Source: an optimization exercise on an open RTL-to-GDS flow (aim: small area, a short achievable clock period and few clock cycles per item). Production flows keep margins and buffers that such runs may drop.
Function was checked by simulation only, so behaviour that the tests miss may differ from the original.
No activity file was given, so power comes from the tool's default toggle rates.

## P
==> flow/design.v (excerpt) <==
module line_sensor_calibrate_normalize_marker_unit #(
  parameter int SENSOR_COUNT = lsn_pkg::SENSOR_COUNT_DEF
) (
  input  logic                          clk,
  input  logic                          rst,
  input  logic                          cfg_we,
  input  logic [lsn_pkg::CFG_IDX_W-1:0]  cfg_index,
  input  logic [lsn_pkg::CFG_DATA_W-1:0] cfg_data,
  input  logic                          in_valid,
  output logic                          in_ready,
  input  logic [lsn_pkg::CMD_W-1:0]     in_command,
  input  logic [lsn_pkg::IDX_W-1:0]     in_sensor_index,
  input  logic [lsn_pkg::SAMPLE_W-1:0]  in_raw_sample,
  output logic                          out_valid,
  input  logic                          out_ready,
  output logic [lsn_pkg::LEVEL_W-1:0]   out_normalized,
  output logic                          out_on_marker,
  output logic                          out_marker_edge,
  output logic [lsn_pkg::COUNT_W-1:0]   out_left_markers,
  output logic [lsn_pkg::COUNT_W-1:0]   out_right_markers
);
Size: roughly 82 I/O pins, roughly 38000 µm² of cells after synthesis.
export LEC_CHECK = 0
export ABC_CLOCK_PERIOD_IN_PS = 3000
export CAP_MARGIN = 20
export CORE_MARGIN = 2
export CORE_UTILIZATION = 50
export CTS_BUF_LIST = sky130_fd_sc_hd__clkbuf_8
export PLACE_DENSITY = 0.7
export SLEW_MARGIN = 20
export TNS_END_PERCENT = 100
create_clock -name core_clock -period 9.0 [get_ports {clk}]
standard.sh (not shown) runs the stock make flow with config.mk's settings and CLKGATE_MAP_FILE= SYNTH_SCRIPT=/design/flow/synth_recipe.tcl, a recipe that flattens the netlist after the stock synthesis.
==> flow/flow/run.sh <==
#!/bin/bash
# Standard ORFS layout; the only change is a larger setup repair margin so that
# timing repair keeps working below the 9 ns constraint (the clock period and
# all constraints are the standard flow's own). Full tool output goes to flow_make.log here;
# ORFS keeps per-step logs under orfs/logs.
set -euo pipefail
bash standard.sh SETUP_SLACK_MARGIN=5.9 MATCH_CELL_FOOTPRINT=0 finish > flow_make.log 2>&1
P completed every stage of the flow, and the final layout passed the timing, DRC and antenna checks.
Testbench counts of P, summed over its fixed seeds: cycles 4,648, items 4,576.
Input changes introduced in Q (baseline for comparison: P):
- removing PLACE_DENSITY (formerly 0.7)
- changing TNS_END_PERCENT from 100 to 0
diff --git a/flow/flow/run.sh b/flow/flow/run.sh
--- a/flow/flow/run.sh
+++ b/flow/flow/run.sh
@@ -6,2 +6,2 @@
 set -euo pipefail
-bash standard.sh SETUP_SLACK_MARGIN=5.9 MATCH_CELL_FOOTPRINT=0 finish > flow_make.log 2>&1
+bash standard.sh SETUP_SLACK_MARGIN=6.2 finish > flow_make.log 2>&1
Results
- Q has completed all stages; timing, DRC and antenna checks passed.
- P finished end to end and its layout was clean on timing, DRC and antenna.
- Power drawn by the combinational cells (Q over P): decrease, about 2%
- Changes observed in Q relative to P: number of buffer and inverter stages on the critical path comparable; number of buffers outside the clock class in the layout now smaller.
- Delta (Q minus P): final estimated routing congestion in global placement about even, routed wire length rose 3.0%, worst-skew pair later-pin latency fell 30 ps.
Changes in R relative to Q:
- changing TNS_END_PERCENT from 0 to 100
diff --git a/flow/flow/run.sh b/flow/flow/run.sh
--- a/flow/flow/run.sh
+++ b/flow/flow/run.sh
@@ -6,2 +6,2 @@
 set -euo pipefail
-bash standard.sh SETUP_SLACK_MARGIN=6.2 finish > flow_make.log 2>&1
+bash standard.sh SETUP_SLACK_MARGIN=5.9 finish > flow_make.log 2>&1
## What came out
- R ended with every stage complete and zero timing, DRC or antenna violations.
- Run comparison: R highest-delay cell along the critical path sky130_fd_sc_hd__edfxtp_1; Q highest-delay cell along the critical path sky130_fd_sc_hd__a222oi_1
- Per the comparison of R with Q, count of clock-buffer cells in the layout saw an increase; count of cell instances traversed by the critical path saw a decrease.
- Going from Q to R, first-pass GRT wire length now larger, power attributed to the clock group went up, total placed cells including tap cells comparable, setup slack now larger.
- Sequential cell area share: R < Q
- Q has a lower final-stage net count than R.
- Looking at placed cell area, R sits about 0.53% above Q.
- R — worst hold margin 3.9 ps lower, Q as reference
- R has area overhead of the layout relative to synthesis above what Q had.
Relative to R, the following input files were edited for S:
- changing CORE_UTILIZATION from 50 to 60
- setting CTS_CLUSTER_SIZE to 24 for the first time
- setting PLACE_DENSITY to 0.78 for the first time
- changing CTS_BUF_LIST from sky130_fd_sc_hd__clkbuf_8 to sky130_fd_sc_hd__clkbuf_16
- setting CTS_CLUSTER_DIAMETER to 100 for the first time
==> flow/flow/run.sh <==
#!/bin/bash
# Standard ORFS layout (the standard.sh, unchanged synthesis, floorplan,
# power grid, placement, CTS and routing) with two repair settings changed:
#  - MATCH_CELL_FOOTPRINT=0, so repair may resize the port buffers and other
#    cells to a different footprint (detailed placement runs after each repair).
# Full tool output goes to flow_make.log here; ORFS keeps per-step logs under
# orfs/logs.
set -euo pipefail
bash standard.sh SETUP_SLACK_MARGIN=5.9 MATCH_CELL_FOOTPRINT=0 finish > flow_make.log 2>&1
### Flow results
Taking R as the reference point, the required time of the worst setup path of S rises by 2140 ps.
The slowest cell on the critical path comes out sky130_fd_sc_hd__edfxtp_1 in one run and sky130_fd_sc_hd__a222oi_1 in the other, namely in R and S respectively.
Compare R and S | number of clock-tree buffers in the layout lower: S
[S] worst vdd rail ir drop fell about 24% relative to R
| starting utilization of the core area | S vs R | 10 points higher |
What S reported for final total power has to be multiplied by 1.10 to get the figure for R.
#### Input delta (T over S)
- PLACE_DENSITY changed from 0.78 to 0.7
- CORE_UTILIZATION changed from 60 to 50
### Flow results
Comparing final cell count for S and T, the smaller number came from S.
Of the two values seen for top metal layer carrying routed signals, met5 was produced by T and met4 by S.
Note that the routed wire length on met3 recorded for T amounts to 0.807 times the value seen in S.
Taking S as the reference, in T clock transition at the register clock pins on the worst setup and hold paths after CTS saw little to no change, count of inserted antenna diode cells decreased 1.

========
line_sensor_calibrate_normalize_marker_unit again, from the RTL that the note above started with.
export LEC_CHECK = 0
export ABC_CLOCK_PERIOD_IN_PS = 3000
export CAP_MARGIN = 20
export CORE_MARGIN = 2
export CORE_UTILIZATION = 50
export CTS_BUF_LIST = sky130_fd_sc_hd__clkbuf_8
export SLEW_MARGIN = 20
export TNS_END_PERCENT = 20
create_clock -name core_clock -period 9.0 [get_ports {clk}]
==> flow/flow/run.sh <==
#!/bin/bash
# Standard ORFS layout; the only change is a larger setup repair margin so that
# timing repair keeps working below the 9 ns constraint (the clock period and
# all constraints are the standard flow's own). Full tool output goes to flow_make.log here;
# ORFS keeps per-step logs under orfs/logs.
set -euo pipefail
bash standard.sh SETUP_SLACK_MARGIN=6.0 finish > flow_make.log 2>&1
The first run finished with timing, DRC and antenna clean.
Testbench counts at the start, summed over its fixed seeds: cycles 4,648, items 4,576.
Then changed:
==> flow/flow/run.sh (replaced) <==
#!/bin/bash
# Standard ORFS layout (the standard.sh, unchanged synthesis, floorplan,
# power grid, placement, CTS and routing) with two repair settings changed:
#  - MATCH_CELL_FOOTPRINT=0, so repair may resize the port buffers and other
#    cells to a different footprint (detailed placement runs after each repair).
# Full tool output goes to flow_make.log here; ORFS keeps per-step logs under
# orfs/logs.
set -euo pipefail
bash standard.sh SETUP_SLACK_MARGIN=6.6 MATCH_CELL_FOOTPRINT=0 finish > flow_make.log 2>&1
- CTS_BUF_LIST: sky130_fd_sc_hd__clkbuf_8 -> sky130_fd_sc_hd__clkbuf_16
- CTS_CLUSTER_DIAMETER: unset -> 100
- CTS_CLUSTER_SIZE: unset -> 24
- PLACE_DENSITY: unset -> 0.7
- TNS_END_PERCENT: 20 -> 0
Result: The changed run finished clean; global-route usage is lower by 2.2 points; setup slack gains 0.14 ns; die area stays the same; sequential power shrinks by about 0.9%; final area went down by 3.8%; final cell count decreases by 4.4%; wire length drops by 9.8%; non-clock buffer count decreases by 31; clock power fell by 33%; total power decreases by 7.8%.

========
Setup of run 1:
line_sensor_calibrate_normalize_marker_unit again, from the RTL that the note above started with.
==> flow/config.mk <==
export PLATFORM = sky130hd
export DESIGN_NAME = line_sensor_calibrate_normalize_marker_unit
export DESIGN_NICKNAME = line_sensor_calibrate_normalize_marker_unit
export VERILOG_FILES = /design/flow/design.v
export SDC_FILE = /design/flow/constraint.sdc
export NUM_CORES = 4
export LEC_CHECK = 0
export ABC_CLOCK_PERIOD_IN_PS = 3000
export CAP_MARGIN = 20
export CORE_MARGIN = 2
export CORE_UTILIZATION = 50
export CTS_BUF_LIST = sky130_fd_sc_hd__clkbuf_16
export CTS_CLUSTER_DIAMETER = 100
export CTS_CLUSTER_SIZE = 24
export PLACE_DENSITY = 0.7
export SLEW_MARGIN = 20
export TNS_END_PERCENT = 0
==> flow/constraint.sdc <==
create_clock -name core_clock -period 9.0 [get_ports {clk}]
set_input_delay 1.8000 -clock core_clock [delete_from_list [all_inputs] [get_ports {clk}]]
set_output_delay 1.8000 -clock core_clock [all_outputs]
set_load 0.01 [all_outputs]
==> flow/flow/run.sh <==
#!/bin/bash
# Standard ORFS layout (the standard.sh, unchanged synthesis, floorplan,
# power grid, placement, CTS and routing) with two repair settings changed:
#  - MATCH_CELL_FOOTPRINT=0, so repair may resize the port buffers and other
#    cells to a different footprint (detailed placement runs after each repair).
# Full tool output goes to flow_make.log here; ORFS keeps per-step logs under
# orfs/logs.
set -euo pipefail
bash standard.sh SETUP_SLACK_MARGIN=6.1 MATCH_CELL_FOOTPRINT=0 finish > flow_make.log 2>&1
Both conditions hold for run 1: the flow ran to the end and the final layout passed the timing, DRC and antenna checks.
Testbench counts of run 1, summed over its fixed seeds: cycles 4,648, items 4,576.
The following lists how run 2 was set up differently from run 1:
- TNS_END_PERCENT now 100, was 0
==> flow/flow/run.sh <==
#!/bin/bash
# Standard ORFS layout; the only change is a larger setup repair margin so that
# timing repair keeps working below the 9 ns constraint (the clock period and
# all constraints are the standard flow's own). Full tool output goes to flow_make.log here;
# ORFS keeps per-step logs under orfs/logs.
set -euo pipefail
bash standard.sh SETUP_SLACK_MARGIN=5.9 MATCH_CELL_FOOTPRINT=0 finish > flow_make.log 2>&1
Findings:
Higher final critical-path share of the clock period among run 1 and run 2: run 2. Of run 1 and run 2, the run reporting the lower wire length of the first global-routing pass was run 1. Of run 1 and run 2, the higher post-layout minimum cycle time belongs to run 2. Per the comparison of run 2 with run 1, clock insertion delay at the later pin of the skew report did not really move; non-clock buffer count went up by 13; part of the total power dissipated in combinational logic climbed 0.2 points; final wirelength shows an increase of 4.5%. Per the comparison of run 2 with run 1, design area shows an increase of 450 µm²; post-route worst hold slack shows no meaningful change.
The inputs of run 3 differ from those of run 2 as listed below.
- changing TNS_END_PERCENT from 100 to 0
==> flow/flow/run.sh <==
#!/bin/bash
# Standard ORFS layout (the standard.sh, unchanged synthesis, floorplan,
# power grid, placement, CTS and routing) with two repair settings changed:
#  - MATCH_CELL_FOOTPRINT=0, so repair may resize the port buffers and other
#    cells to a different footprint (detailed placement runs after each repair).
# Full tool output goes to flow_make.log here; ORFS keeps per-step logs under
# orfs/logs.
set -euo pipefail
bash standard.sh SETUP_SLACK_MARGIN=6.3 MATCH_CELL_FOOTPRINT=0 finish > flow_make.log 2>&1
The via density per instance of run 3 falls short of that of run 2 by 1.3%. Run 3 finished every step from synthesis to the final layout, and the layout passed the timing, DRC and antenna checks. Comparing multi-input gate area in the final layout for run 2 and run 3, the smaller number came from run 3. Relative to run 2, run 3 improves time the final worst path needs with I/O delays and setup. Taking run 2 as the reference, in run 3 design area decreased about 0.9%, slew at the pin closest to its max-slew limit lower. Compared with run 2, run 3 shows a lower global routing usage summed across all routing layers. Diff run 2 -> run 3: combined buffer and inverter count along the critical path saw an increase, sequential share of layout area rose by 0.47 points, power grew by 140 µW, static leakage lower, routed wire length per instance down 3.9%.
The inputs of run 4 differ from those of run 3 as listed below.
- changing CTS_BUF_LIST from sky130_fd_sc_hd__clkbuf_16 to sky130_fd_sc_hd__clkbuf_8
- removing CTS_CLUSTER_DIAMETER (formerly 100)
- changing TNS_END_PERCENT from 0 to 20
- removing CTS_CLUSTER_SIZE (formerly 24)
- removing PLACE_DENSITY (formerly 0.7)
==> flow/flow/run.sh <==
#!/bin/bash
# Standard ORFS layout; the only change is a larger setup repair margin so that
# timing repair keeps working below the 9 ns constraint (the clock period and
# all constraints are the standard flow's own). Full tool output goes to flow_make.log here;
# ORFS keeps per-step logs under orfs/logs.
set -euo pipefail
bash standard.sh SETUP_SLACK_MARGIN=6.0 MATCH_CELL_FOOTPRINT=0 finish > flow_make.log 2>&1
### Flow results
- Run 3 -> run 4: clock buffer count increased by more than 100%
- Going from run 3 to run 4, worst-margin pin slew rose by 0.039 ns; share of the core filled with cells in the final layout rose by 2.5 points.
- Compare run 3 and run 4 | via count lower: run 3
- In run 4, the largest clock skew in the final design came out 0.0091 ns below the value in run 3.
- Comparing run 3 and run 4, the lower total routing resource utilization after global routing is on run 3.
- Comparing run 3 against run 4, there is no change at all in flip-flop and latch count.
- [compare] base=run 3 new=run 4: number of setup buffers added after CTS -about 19%; number of nets at the end of the flow climbed about 4%.

-- port drivers added, routing unchanged --
The results above use ideal ports. As a check the final layouts listed here were re-extracted and re-timed, cells and wires unchanged.
Step 1 assumes that a clkbuf_16 drives the clock port and a buf_2 every other input.
Step 2 adds t to the input delays and takes it off the output delays; t is the mean of the earliest and latest rising clock arrival at the registers after step 1. Input paths then give back, and output paths get back, about the clock's delay inside the block.
Three values: ideal, step 1, step 2; two values: the first two.
run	t, ns	setup WS [ns]	hold WS [ns]	slew at the worst register clock pin (ns)
P	0.816	5.923 / 5.866 / 5.130	0.412 / 0.412 / 0.412	0.07 / 0.07
Q	0.812	5.797 / 5.822 / 5.009	0.405 / 0.405 / 0.405	0.08 / 0.08
R	0.840	5.895 / 5.829 / 5.106	0.401 / 0.401 / 0.401	0.07 / 0.07
S	0.672	5.801 / 5.837 / 5.165	0.425 / 0.425 / 0.425	0.10 / 0.10
T	0.669	5.901 / 5.923 / 5.272	0.418 / 0.418 / 0.418	0.10 / 0.10
the first run of note 2	0.821	5.799 / 5.734 / 5.051	0.405 / 0.405 / 0.405	0.08 / 0.08
the second run of note 2	0.668	5.936 / 5.946 / 5.308	0.420 / 0.420 / 0.420	0.10 / 0.10
run 1	0.669	5.917 / 5.934 / 5.288	0.417 / 0.417 / 0.417	0.10 / 0.10
run 2	0.669	5.901 / 5.923 / 5.272	0.418 / 0.418 / 0.418	0.10 / 0.10
run 3	0.668	5.936 / 5.946 / 5.308	0.420 / 0.420 / 0.420	0.10 / 0.10
run 4	0.841	5.846 / 5.790 / 5.051	0.414 / 0.414 / 0.414	0.07 / 0.07
After both steps every run listed still meets setup and hold. For run 4, which loses most, drivers alone change the setup slack by -0.056 ns; drivers and shift together by -0.795 ns.
